From an optimization exercise on the open Yosys and OpenROAD flow, aimed at small area; shortcuts taken in it are not production practice.
At most, simulation tests tie the RTL to the original design; equivalence was not proved.
Power and IR drop assume default switching activity.

==> inputs of run a <==
## tdc_click_top
module tdc_click_top #(
	parameter int WINDOW_CYCLES = 1000
) (
	input  logic        clk200_i,
	input  logic        gc_rst,
	input  logic        apb_psel_i,
	input  logic        apb_penable_i,
	input  logic        apb_pwrite_i,
	input  logic [7:0]  apb_paddr_i,
	input  logic [31:0] apb_pwdata_i,
	output logic [31:0] apb_prdata_o,
	output logic        apb_pready_o,
	output logic        apb_pslverr_o,
	input  logic        frame_i,
	input  logic        sdi_i,
	input  logic        pps_i,
	output logic        rec_valid_o,
	output logic [1:0]  rec_click_o,
	output logic [47:0] rec_gc_o,
	output logic [31:0] rec_tdc_o,
	output logic        count_valid_o
);
==> flow/config.mk <==
export PLATFORM = sky130hd
export DESIGN_NAME = tdc_click_top
export DESIGN_NICKNAME = tdc_click_top
export VERILOG_FILES = /design/flow/design.v
export SDC_FILE = /design/flow/constraint.sdc
export NUM_CORES = 4
export LEC_CHECK = 0
export CAP_MARGIN = 5
export CORE_MARGIN = 2
export CORE_UTILIZATION = 60
export CTS_BUF_LIST = sky130_fd_sc_hd__clkbuf_4
export GPL_TIMING_DRIVEN = 0
export SLEW_MARGIN = 5
==> flow/constraint.sdc <==
create_clock -name core_clock -period 11.0 [get_ports {clk200_i}]
set_input_delay 2.2000 -clock core_clock [delete_from_list [all_inputs] [get_ports {clk200_i}]]
set_output_delay 2.2000 -clock core_clock [all_outputs]
set_load 0.01 [all_outputs]
run.sh (not shown) runs the stock make flow with config.mk's settings and CLKGATE_MAP_FILE= SYNTH_SCRIPT=/design/flow/synth_recipe.tcl, a recipe that flattens the netlist after the stock synthesis.
==> run b (differences from run a) <==
--- a/flow/design.v
+++ b/flow/design.v
@@ -111,24 +111,22 @@
 	logic             sdi_r;
 	logic             sdi_2r;
 	logic [TDC_W-1:0] shreg;
 	logic             cnt_one;
 	logic             cnt_end;
 	logic [6:0]       cnt_dec;
 	always_comb begin : tsum_add
-		logic c;
-		c = 1'b0;
-		for (int i = 0; i < TDC_W; i++) begin
-			if (i < 14) begin
-				t_sum_o[i] = shreg[i] ^ cfg_tdc_shift[i] ^ c;
-				c = (shreg[i] & cfg_tdc_shift[i]) | (c & (shreg[i] ^ cfg_tdc_shift[i]));
-			end else begin
-				t_sum_o[i] = shreg[i] ^ c;
-				c = c & shreg[i];
-			end
+		logic [14:0] lo;
+		logic        c;
+		lo = {1'b0, shreg[13:0]} + {1'b0, cfg_tdc_shift};
+		t_sum_o[13:0] = lo[13:0];
+		c = lo[14];
+		for (int i = 14; i < TDC_W; i++) begin
+			t_sum_o[i] = shreg[i] ^ c;
+			c = c & shreg[i];
 		end
 	end
 	assign rec_tdc_o = shreg;
 	always_ff @(posedge clk200_i or posedge gc_rst) begin
 		if (gc_rst) begin
 			state <= IDLE;
 		end else begin
@@ -342,40 +340,26 @@
 			rec_gc_o[i] = gcb[i] ^ (stamp_lo[6] & p);
 			p = p & gcb[i];
 		end
 		rec_gc_o[5:0] = stamp_lo[5:0];
 	end
 	function automatic logic gate_hit(input logic [9:0] gm, input logic [31:0] gate);
 		logic [10:0] d;
-		logic        b;
-		logic        lt;
-		b = 1'b0;
-		for (int i = 0; i < 11; i++) begin
-			logic a, k;
-			a = (i < 10) ? gm[i] : 1'b0;
-			k = (i < 10) ? gate[i] : 1'b0;
-			d[i] = a ^ k ^ b;
-			b = (~a & k) | (~(a ^ k) & b);
-		end
-		lt = 1'b0;
-		for (int i = 0; i < 8; i++)
-			lt = (~d[i] & gate[24+i]) | (~(d[i] ^ gate[24+i]) & lt);
-		gate_hit = (gate[23:10] == '0) && (d[10:8] == 3'd0) && lt;
+		d = {1'b0, gm} - {1'b0, gate[9:0]};
+		gate_hit = (gate[23:10] == '0) && (d[10:8] == 3'd0) && (d[7:0] < gate[31:24]);
 	endfunction
 endmodule
 module tdc_div625 (
 	input  logic [13:0] fine_i,
 	output logic [4:0]  q_o,
 	output logic [9:0]  r_o
 );
 	logic [4:0]  tq;
 	logic [9:0]  tr;
 	logic [10:0] s;
-	logic [10:0] s1;
-	logic [10:0] s2;
 	logic        ge2;
 	logic        ge1;
 	always_comb begin
 		case (fine_i[13:10])
 			4'd0: begin tq = 5'd0; tr = 10'd0; end
 			4'd1: begin tq = 5'd1; tr = 10'd399; end
 			4'd2: begin tq = 5'd3; tr = 10'd173; end
@@ -391,36 +375,25 @@
 			4'd12: begin tq = 5'd19; tr = 10'd413; end
 			4'd13: begin tq = 5'd21; tr = 10'd187; end
 			4'd14: begin tq = 5'd22; tr = 10'd586; end
 			4'd15: begin tq = 5'd24; tr = 10'd360; end
 			default: begin tq = 5'd0; tr = 10'd0; end
 		endcase
 	end
-	function automatic logic [11:0] csub(input logic [10:0] a, input logic [10:0] k);
-		logic [10:0] d;
-		logic        b;
-		b = 1'b0;
-		for (int i = 0; i < 11; i++) begin
-			d[i] = a[i] ^ k[i] ^ b;
-			b = (~a[i] & k[i]) | (~(a[i] ^ k[i]) & b);
-		end
-		csub = {~b, b ? a : d};
-	endfunction
-	always_comb begin : s_add
-		logic c;
-		c = 1'b0;
-		for (int i = 0; i < 10; i++) begin
-			s[i] = fine_i[i] ^ tr[i] ^ c;
-			c = (fine_i[i] & tr[i]) | (c & (fine_i[i] ^ tr[i]));
-		end
-		s[10] = c;
+	assign s   = {1'b0, fine_i[9:0]} + {1'b0, tr};
+	assign ge2 = s >= 11'd1250;
+	assign ge1 = !ge2 && (s >= 11'd625);
+	always_comb begin
+		if (ge2)
+			r_o = 10'(s - 11'd1250);
+		else if (ge1)
+			r_o = 10'(s - 11'd625);
+		else
+			r_o = s[9:0];
 	end
-	assign {ge2, s1} = csub(s, 11'd1250);
-	assign {ge1, s2} = csub(s1, 11'd625);
-	assign r_o = s2[9:0];
 	always_comb begin : q_add
 		logic c;
 		q_o[0] = tq[0] ^ ge1;
 		c = tq[0] & ge1;
 		q_o[1] = tq[1] ^ ge2 ^ c;
 		c = (tq[1] & ge2) | (c & (tq[1] ^ ge2));
 		for (int i = 2; i < 5; i++) begin
@@ -487,17 +460,20 @@
 			click0_cnt <= '0;
 			click1_cnt <= '0;
 		end else if (win_end) begin
 			total_cnt  <= CNT_W'(stop_run_i);
 			click0_cnt <= CNT_W'(stop_run_i & hit_g0_i);
 			click1_cnt <= CNT_W'(stop_run_i & hit_g1_i);
 		end else begin
-			total_cnt  <= inc_c(total_cnt, stop_run_i);
-			click0_cnt <= inc_c(click0_cnt, stop_run_i & hit_g0_i);
-			click1_cnt <= inc_c(click1_cnt, stop_run_i & hit_g1_i);
+			if (stop_run_i)
+				total_cnt <= inc_c(total_cnt, 1'b1);
+			if (stop_run_i & hit_g0_i)
+				click0_cnt <= inc_c(click0_cnt, 1'b1);
+			if (stop_run_i & hit_g1_i)
+				click1_cnt <= inc_c(click1_cnt, 1'b1);
 		end
 	end
 	always_ff @(posedge clk200_i) begin
 		if (win_end) begin
 			total_r  <= total_cnt;
 			click0_r <= click0_cnt;
 			click1_r <= click1_cnt;
==> flow/flow/run.sh (new file) <==
#!/bin/bash
# Own layout flow: the standard ORFS flow with three changes
#  - synthesis maps the logic with an area-oriented ABC script (abc_lean.script)
#    at the real clock period, and without the full/half adder cell extraction;
#    registers, their names and cell types are as in the standard synthesis
#  - the port buffers use the smallest buffer cell
# Every tool's output goes to a log file in this folder.
set -euo pipefail
WORK=$(pwd)
FLOWDIR=$WORK/flow
# synthesis script: the standard flow's, with ABC's mapping script swapped
{
  head -n 1 synth_recipe.tcl
  cat <<TCL
proc abc {args} {
  set i [lsearch -exact \$args -script]
  if { \$i >= 0 } { set args [lreplace \$args [expr {\$i + 1}] [expr {\$i + 1}] $FLOWDIR/abc_lean.script] }
  set i [lsearch -exact \$args -D]
  if { \$i >= 0 } { set args [lreplace \$args [expr {\$i + 1}] [expr {\$i + 1}] [expr {int(\$::env(FLOW_PERIOD_NS) * 1000)}]] }
  puts "lean abc: \$args"
  yosys abc {*}\$args
}
TCL
  tail -n +2 synth_recipe.tcl
} > lean_synth.tcl
sed "s#$WORK/synth_recipe.tcl#$WORK/lean_synth.tcl#" standard.sh > lean_standard.sh
grep -q lean_synth.tcl lean_standard.sh
export BUFFER_PORTS_ARGS="-buffer_cell sky130_fd_sc_hd__buf_1"
bash lean_standard.sh "ADDER_MAP_FILE=" finish > flow_make.log 2>&1
==> flow/flow/abc_lean.script (new file) <==
strash
dc2
balance
rewrite
refactor
balance
rewrite
rewrite -z
balance
refactor -z
rewrite -z
balance
strash
&get -n
&dch -f
&nf -p -R 20 {D}
&put
==> flow/standard.sh (new file) <==
#!/bin/bash
# synth_recipe.tcl (not shown) runs the flow's synth.tcl, then flattens the netlist and writes it again
# the make line also repeats each setting of config.mk as NAME=value (left out here)
make -C /OpenROAD-flow-scripts/flow DESIGN_CONFIG=/design/flow/config.mk WORK_HOME=/design/flow/orfs CLKGATE_MAP_FILE= SYNTH_SCRIPT=/design/flow/synth_recipe.tcl "${@:-finish}"
CAP_MARGIN = 20   (was 5)
CORE_UTILIZATION = 65   (was 60)
CTS_BUF_LIST = default   (was sky130_fd_sc_hd__clkbuf_4)
CTS_CLUSTER_DIAMETER = 70   (was default)
CTS_CLUSTER_SIZE = 22   (was default)
SLEW_MARGIN = 20   (was 5)
removed: flow/run.sh
==> run c (differences from run a) <==
--- a/flow/design.v
+++ b/flow/design.v
@@ -111,24 +111,22 @@
 	logic             sdi_r;
 	logic             sdi_2r;
 	logic [TDC_W-1:0] shreg;
 	logic             cnt_one;
 	logic             cnt_end;
 	logic [6:0]       cnt_dec;
 	always_comb begin : tsum_add
-		logic c;
-		c = 1'b0;
-		for (int i = 0; i < TDC_W; i++) begin
-			if (i < 14) begin
-				t_sum_o[i] = shreg[i] ^ cfg_tdc_shift[i] ^ c;
-				c = (shreg[i] & cfg_tdc_shift[i]) | (c & (shreg[i] ^ cfg_tdc_shift[i]));
-			end else begin
-				t_sum_o[i] = shreg[i] ^ c;
-				c = c & shreg[i];
-			end
+		logic [14:0] lo;
+		logic        c;
+		lo = {1'b0, shreg[13:0]} + {1'b0, cfg_tdc_shift};
+		t_sum_o[13:0] = lo[13:0];
+		c = lo[14];
+		for (int i = 14; i < TDC_W; i++) begin
+			t_sum_o[i] = shreg[i] ^ c;
+			c = c & shreg[i];
 		end
 	end
 	assign rec_tdc_o = shreg;
 	always_ff @(posedge clk200_i or posedge gc_rst) begin
 		if (gc_rst) begin
 			state <= IDLE;
 		end else begin
@@ -342,40 +340,26 @@
 			rec_gc_o[i] = gcb[i] ^ (stamp_lo[6] & p);
 			p = p & gcb[i];
 		end
 		rec_gc_o[5:0] = stamp_lo[5:0];
 	end
 	function automatic logic gate_hit(input logic [9:0] gm, input logic [31:0] gate);
 		logic [10:0] d;
-		logic        b;
-		logic        lt;
-		b = 1'b0;
-		for (int i = 0; i < 11; i++) begin
-			logic a, k;
-			a = (i < 10) ? gm[i] : 1'b0;
-			k = (i < 10) ? gate[i] : 1'b0;
-			d[i] = a ^ k ^ b;
-			b = (~a & k) | (~(a ^ k) & b);
-		end
-		lt = 1'b0;
-		for (int i = 0; i < 8; i++)
-			lt = (~d[i] & gate[24+i]) | (~(d[i] ^ gate[24+i]) & lt);
-		gate_hit = (gate[23:10] == '0) && (d[10:8] == 3'd0) && lt;
+		d = {1'b0, gm} - {1'b0, gate[9:0]};
+		gate_hit = (gate[23:10] == '0) && (d[10:8] == 3'd0) && (d[7:0] < gate[31:24]);
 	endfunction
 endmodule
 module tdc_div625 (
 	input  logic [13:0] fine_i,
 	output logic [4:0]  q_o,
 	output logic [9:0]  r_o
 );
 	logic [4:0]  tq;
 	logic [9:0]  tr;
 	logic [10:0] s;
-	logic [10:0] s1;
-	logic [10:0] s2;
 	logic        ge2;
 	logic        ge1;
 	always_comb begin
 		case (fine_i[13:10])
 			4'd0: begin tq = 5'd0; tr = 10'd0; end
 			4'd1: begin tq = 5'd1; tr = 10'd399; end
 			4'd2: begin tq = 5'd3; tr = 10'd173; end
@@ -391,36 +375,25 @@
 			4'd12: begin tq = 5'd19; tr = 10'd413; end
 			4'd13: begin tq = 5'd21; tr = 10'd187; end
 			4'd14: begin tq = 5'd22; tr = 10'd586; end
 			4'd15: begin tq = 5'd24; tr = 10'd360; end
 			default: begin tq = 5'd0; tr = 10'd0; end
 		endcase
 	end
-	function automatic logic [11:0] csub(input logic [10:0] a, input logic [10:0] k);
-		logic [10:0] d;
-		logic        b;
-		b = 1'b0;
-		for (int i = 0; i < 11; i++) begin
-			d[i] = a[i] ^ k[i] ^ b;
-			b = (~a[i] & k[i]) | (~(a[i] ^ k[i]) & b);
-		end
-		csub = {~b, b ? a : d};
-	endfunction
-	always_comb begin : s_add
-		logic c;
-		c = 1'b0;
-		for (int i = 0; i < 10; i++) begin
-			s[i] = fine_i[i] ^ tr[i] ^ c;
-			c = (fine_i[i] & tr[i]) | (c & (fine_i[i] ^ tr[i]));
-		end
-		s[10] = c;
+	assign s   = {1'b0, fine_i[9:0]} + {1'b0, tr};
+	assign ge2 = s >= 11'd1250;
+	assign ge1 = !ge2 && (s >= 11'd625);
+	always_comb begin
+		if (ge2)
+			r_o = 10'(s - 11'd1250);
+		else if (ge1)
+			r_o = 10'(s - 11'd625);
+		else
+			r_o = s[9:0];
 	end
-	assign {ge2, s1} = csub(s, 11'd1250);
-	assign {ge1, s2} = csub(s1, 11'd625);
-	assign r_o = s2[9:0];
 	always_comb begin : q_add
 		logic c;
 		q_o[0] = tq[0] ^ ge1;
 		c = tq[0] & ge1;
 		q_o[1] = tq[1] ^ ge2 ^ c;
 		c = (tq[1] & ge2) | (c & (tq[1] ^ ge2));
 		for (int i = 2; i < 5; i++) begin
@@ -487,17 +460,20 @@
 			click0_cnt <= '0;
 			click1_cnt <= '0;
 		end else if (win_end) begin
 			total_cnt  <= CNT_W'(stop_run_i);
 			click0_cnt <= CNT_W'(stop_run_i & hit_g0_i);
 			click1_cnt <= CNT_W'(stop_run_i & hit_g1_i);
 		end else begin
-			total_cnt  <= inc_c(total_cnt, stop_run_i);
-			click0_cnt <= inc_c(click0_cnt, stop_run_i & hit_g0_i);
-			click1_cnt <= inc_c(click1_cnt, stop_run_i & hit_g1_i);
+			if (stop_run_i)
+				total_cnt <= inc_c(total_cnt, 1'b1);
+			if (stop_run_i & hit_g0_i)
+				click0_cnt <= inc_c(click0_cnt, 1'b1);
+			if (stop_run_i & hit_g1_i)
+				click1_cnt <= inc_c(click1_cnt, 1'b1);
 		end
 	end
 	always_ff @(posedge clk200_i) begin
 		if (win_end) begin
 			total_r  <= total_cnt;
 			click0_r <= click0_cnt;
 			click1_r <= click1_cnt;
==> flow/flow/run.sh (new file) <==
#!/bin/bash
# Own layout flow: the standard ORFS flow with three changes
#  - synthesis maps the logic with an area-oriented ABC script (abc_lean.script)
#    at the real clock period, and without the full/half adder cell extraction;
#    registers, their names and cell types are as in the standard synthesis
#  - the port buffers use the smallest buffer cell
# Every tool's output goes to a log file in this folder.
set -euo pipefail
WORK=$(pwd)
FLOWDIR=$WORK/flow
# synthesis script: the standard flow's, with ABC's mapping script swapped
{
  head -n 1 synth_recipe.tcl
  cat <<TCL
proc abc {args} {
  set i [lsearch -exact \$args -script]
  if { \$i >= 0 } { set args [lreplace \$args [expr {\$i + 1}] [expr {\$i + 1}] $FLOWDIR/abc_lean.script] }
  set i [lsearch -exact \$args -D]
  if { \$i >= 0 } { set args [lreplace \$args [expr {\$i + 1}] [expr {\$i + 1}] [expr {int(\$::env(FLOW_PERIOD_NS) * 1000)}]] }
  puts "lean abc: \$args"
  yosys abc {*}\$args
}
TCL
  tail -n +2 synth_recipe.tcl
} > lean_synth.tcl
sed "s#$WORK/synth_recipe.tcl#$WORK/lean_synth.tcl#" standard.sh > lean_standard.sh
grep -q lean_synth.tcl lean_standard.sh
export BUFFER_PORTS_ARGS="-buffer_cell sky130_fd_sc_hd__buf_1"
export RECOVER_POWER=100
bash lean_standard.sh "ADDER_MAP_FILE=" finish > flow_make.log 2>&1
==> flow/flow/abc_lean.script (new file) <==
strash
&get -n
&fraig -x
&put
dc2
strash
&get -n
&dch -f
&nf {D}
&put
==> flow/standard.sh (new file) <==
#!/bin/bash
# synth_recipe.tcl (not shown) runs the flow's synth.tcl, then flattens the netlist and writes it again
# the make line also repeats each setting of config.mk as NAME=value (left out here)
make -C /OpenROAD-flow-scripts/flow DESIGN_CONFIG=/design/flow/config.mk WORK_HOME=/design/flow/orfs CLKGATE_MAP_FILE= SYNTH_SCRIPT=/design/flow/synth_recipe.tcl "${@:-finish}"
CAP_MARGIN = 20   (was 5)
CORE_UTILIZATION = 65   (was 60)
CTS_BUF_LIST = default   (was sky130_fd_sc_hd__clkbuf_4)
CTS_CLUSTER_DIAMETER = 70   (was default)
CTS_CLUSTER_SIZE = 22   (was default)
GPL_TIMING_DRIVEN = default   (was 0)
SLEW_MARGIN = 20   (was 5)
removed: flow/run.sh
==> qor summary <==
| metric | run a | run b | run c |
|---|---|---|---|
| Outcome | failed layout checks | finished clean | failed layout checks |
| Violated checks | setup timing | - | capacitance limit, slew limit |
| Pin count of the biggest net entering global routing | 41 | 41 | 53 |
| Detailed Place HPWL | 26.3 mm | 20.6 mm | 21.5 mm |
| Sum of met2 wire segment lengths after detailed routing | 17.0 mm | 14.8 mm | 14.6 mm |
| Met2 track demand over resource | 0.489 | 0.491 | 0.493 |
| Vias/cell | 5.75 | 6.03 | 6.01 |
| Achievable clock frequency | 58.7 MHz | 93.9 MHz | 94.8 MHz |
| Most frequent cell on the critical path | sky130_fd_sc_hd__fa_2 | sky130_fd_sc_hd__maj3_2 | sky130_fd_sc_hd__maj3_1 |
| Worst Path Required | 11.59 ns | 11.39 ns | 11.40 ns |
| Count of mapped cells out of synthesis | 1289 | 1220 | 1287 |
| Net count after synthesis | 1489 | 1268 | 1335 |
| Clock network fraction of total power | 0.388 | 0.351 | 0.313 |
| Starting utilization of the core area | 0.607 | 0.667 | 0.666 |
| Average wire length per cell after detail routing | 18.7 um | 17.7 um | 17.3 um |
| Fraction of area in multi-input gates | 0.434 | 0.440 | 0.447 |
| Origin of the worst setup path | i_apb_regs.cfg_tdc_shift[0] | i_apb_regs.cfg_tdc_shift[0] | i_apb_regs.cfg_tdc_shift[1] |
| Portion of the layout cell area used by non-clock buffers | 0.125 | 0.0729 | 0.0521 |
| Count of different cell masters after synthesis | 69 | 57 | 60 |
| Total global-route track usage | 0.293 | 0.287 | 0.287 |
| Vias in the first global route | 11000 | 9390 | 9476 |
| Cell leakage power | 7.04 nW | 5.32 nW | 5.17 nW |
Function not checked in run a: the RTL went through the layout flow alone.

[afterwards: timing with drivers on the ports]
How much do the figures lean on ideal ports? The routed layouts below were timed once more, with nothing changed but the port constraints. Step 1 (the two cells are an assumption about what drives the block):
set clk [get_ports {clk200_i}]
set_driving_cell -lib_cell sky130_fd_sc_hd__clkbuf_16 $clk
set_driving_cell -lib_cell sky130_fd_sc_hd__buf_2 [delete_from_list [all_inputs] $clk]
Step 2 adds t to the input delays and takes it off the output delays; t is the mean of the earliest and latest rising clock arrival at the registers after step 1. Input paths then give back, and output paths get back, about the clock's delay inside the block. Slacks: ideal ports / drivers / drivers and shift; pairs: ideal ports / drivers.
run | t, ns | setup WS [ns] | worst setup path at the end | clock arrival spread, ns | slew at the worst register clock pin (ns)
run a | 0.707 | -6.041 / -6.041 / -6.041 | register to register | 0.068 / 0.067 | 0.07 / 0.07
run b | 0.529 | 0.349 / 0.349 / 0.349 | register to register | 0.017 / 0.016 | 0.09 / 0.09
run c | 0.544 | 0.451 / 0.451 / 0.451 | register to register | 0.029 / 0.029 | 0.09 / 0.09
